What follows belongs to an exercise in optimizing a design on an open flow for small area and a short achievable clock period; a production flow would make more cautious choices. Power and IR drop assume default switching activity.

## run D
Design exec_top, start of the top module:
module exec_top (
    input  logic                clk,
    input  logic                reset,
    input  logic                psel,
    input  logic                penable,
    input  logic                pwrite,
    input  exec_pkg::apb_addr_t paddr,
    input  exec_pkg::word_t     pwdata,
    output exec_pkg::word_t     prdata,
    output logic                pready,
    output logic                pslverr
);
clock: 10.0 ns
lec_check: 0
cap_margin: 20
core_margin: 2
core_utilization: 30
place_density: 0.5
slew_margin: 20
standard.sh (not shown) runs the stock make flow with config.mk's settings and CLKGATE_MAP_FILE= SYNTH_SCRIPT=/design/flow/synth_recipe.tcl, a recipe that flattens the netlist after the stock synthesis.
==> flow/flow/run.sh <==
#!/bin/bash
set -o pipefail
export SETUP_SLACK_MARGIN=6.5
export BUFFER_PORTS_ARGS="-buffer_cell sky130_fd_sc_hd__buf_4"
bash standard.sh > standard.log 2>&1
What run X does differently from run D at the input level:
--- a/flow/design.v
+++ b/flow/design.v
@@ -91,29 +91,23 @@
     logic        mul_en;
     logic [2:0]  mul_op;
     logic        set_flags;
     logic [32:0] sum;
     logic [31:0] alu_res;
     logic        arith;
     assign alu_op    = cmd[9:7];
     assign res_sel   = cmd[6:5];
     assign mul_en    = cmd[4];
     assign mul_op    = cmd[3:1];
     assign set_flags = cmd[0];
-    add32 add_i (
-        .a  (x),
-        .b  (y),
-        .ci (cin),
-        .s  (sum[31:0]),
-        .co (sum[32])
-    );
+    assign sum = {1'b0, x} + {1'b0, y} + {32'd0, cin};
     always_comb begin
         unique case (alu_op)
             3'd3:    alu_res = x & y;
             3'd4:    alu_res = x | y;
             3'd5:    alu_res = x ^ y;
             default: alu_res = sum[31:0];
         endcase
     end
     always_comb begin
         if (mul_en) begin
             res2 = lo;
@@ -173,52 +167,22 @@
             if (!mul_en) begin
                 if (res_sel == 2'd0 && arith) begin
                     flags_out[1] = sum[32];
                     flags_out[0] = (x[31] == y[31]) && (sum[31] != x[31]);
                 end else begin
                     flags_out[1] = shc;
                 end
             end
         end
     end
 endmodule
-module add32 (
-    input  logic [31:0] a,
-    input  logic [31:0] b,
-    input  logic        ci,
-    output logic [31:0] s,
-    output logic        co
-);
-    logic [31:0] p;
-    logic [31:0] g [0:5];
-    logic [31:0] t [0:5];
-    assign p = a ^ b;
-    always_comb begin
-        g[0]    = a & b;
-        t[0]    = p;
-        g[0][0] = (a[0] & b[0]) | (p[0] & ci);
-        for (int l = 0; l < 5; l++) begin
-            for (int i = 0; i < 32; i++) begin
-                if (((i >> l) & 1) == 1) begin
-                    g[l + 1][i] = g[l][i] | (t[l][i] & g[l][((i >> l) << l) - 1]);
-                    t[l + 1][i] = t[l][i] & t[l][((i >> l) << l) - 1];
-                end else begin
-                    g[l + 1][i] = g[l][i];
-                    t[l + 1][i] = t[l][i];
-                end
-            end
-        end
-    end
-    assign s  = p ^ {g[5][30:0], ci};
-    assign co = g[5][31];
-endmodule
 module booth_step (
     input  logic [31:0] b,
     input  logic [7:0]  one,
     input  logic [7:0]  two,
     input  logic [7:0]  neg,
     input  logic        act,
     input  logic [63:0] in_s,
     input  logic [63:0] in_c,
     output logic [63:0] out_s,
     output logic [63:0] out_c
 );
@@ -1295,36 +1259,24 @@
     logic [32:0] lo_sum;
     logic [31:0] h_a, h_b, h_c;
     logic [31:0] h1_s, h1_m;
     logic [31:0] h1_cr;
     logic [31:0] h2_s, h2_m;
     assign is_signed = m_signed;
     assign acc       = {d & {32{m_acc_hi}}, 32'd0};
     assign corr = is_signed ? ~(b[31] ? s : 32'd0) : (s[31] ? b : 32'd0);
     logic [32:0] lo_sum_a, lo_sum_n;
     assign l_s      = st_s[31:0] ^ st_c[31:0] ^ a;
     assign l_m      = (st_s[31:0] & st_c[31:0]) | (st_s[31:0] & a) | (st_c[31:0] & a);
-    add32 add_a_i (
-        .a  (l_s),
-        .b  ({l_m[30:0], 1'b0}),
-        .ci (1'b0),
-        .s  (lo_sum_a[31:0]),
-        .co (lo_sum_a[32])
-    );
-    add32 add_n_i (
-        .a  (st_s[31:0]),
-        .b  (st_c[31:0]),
-        .ci (1'b0),
-        .s  (lo_sum_n[31:0]),
-        .co (lo_sum_n[32])
-    );
+    assign lo_sum_a = {1'b0, l_s} + {1'b0, l_m[30:0], 1'b0};
+    assign lo_sum_n = {1'b0, st_s[31:0]} + {1'b0, st_c[31:0]};
     assign lo_sum   = m_acc_lo ? lo_sum_a : lo_sum_n;
     assign h_a   = st_s[63:32];
     assign h_b   = st_c[63:32];
     assign h_c   = acc[63:32];
     assign h1_s  = h_a ^ h_b ^ h_c;
     assign h1_m  = (h_a & h_b) | (h_a & h_c) | (h_b & h_c);
     assign h1_cr = {h1_m[30:0], l_m[31] && m_acc_lo};
     assign h2_s  = h1_s ^ h1_cr ^ corr;
     assign h2_m  = (h1_s & h1_cr) | (h1_s & corr) | (h1_cr & corr);
     assign f1_lo  = lo_sum[31:0];
     assign f1_x   = mul_en ? h2_s : x;
--- outcome ---
Run X was carried through to the last stage, and its layout satisfied the timing, design-rule and antenna checks. Compared with run D, run X shows multi-input gate count higher by about 6%. Compared with run D, leakage component of the power in run X increased slightly. Run D → run X: number of levels in the clock H-tree now sits lower; global routing met2 resource utilization now sits higher; smallest setup slack after layout now sits lower; switching part of the total now sits higher; portion of the post-synthesis area used by sequential elements now sits lower. The run showing the greater area of the die is run X. Diff run D and run X: total power draw higher in run D. On required time at the worst-slack endpoint, run X tracks run D almost exactly. Summary: with run D as the reference, cell area after layout in run X moved up slightly. On run X: final critical delay including setup and external delays is 0.012 ns higher than what run D gave.
No functional check of the RTL was part of any run of this note.

-- port drivers added, routing unchanged --
No port has a modelled driver above. Below, the same layouts with a new extraction and two added sets of constraints.
Step 1: set_driving_cell puts a clkbuf_16 on clk and a buf_2 on each other input, an assumption about the parent block.
Step 2, shift: input delay + t, output delay - t, t = (earliest + latest rising clock arrival at the registers) / 2. This alone moves slack from input paths to output paths.
a / b / c = ideal / step 1 / step 2; a / b = the first two.
| run | t (ns) | setup WS [ns] | worst data-port slew with drivers (ns) |
|---|---|---|---|
| run D | 0.742 | 6.066 / 6.066 / 5.719 | 0.17 |
| run X | 0.776 | 6.053 / 6.053 / 5.359 | 0.11 |
After both steps every run listed still meets setup and hold. The setup slack of run X, which loses most, moves by 0.000 ns with the drivers and by -0.694 ns with both steps.
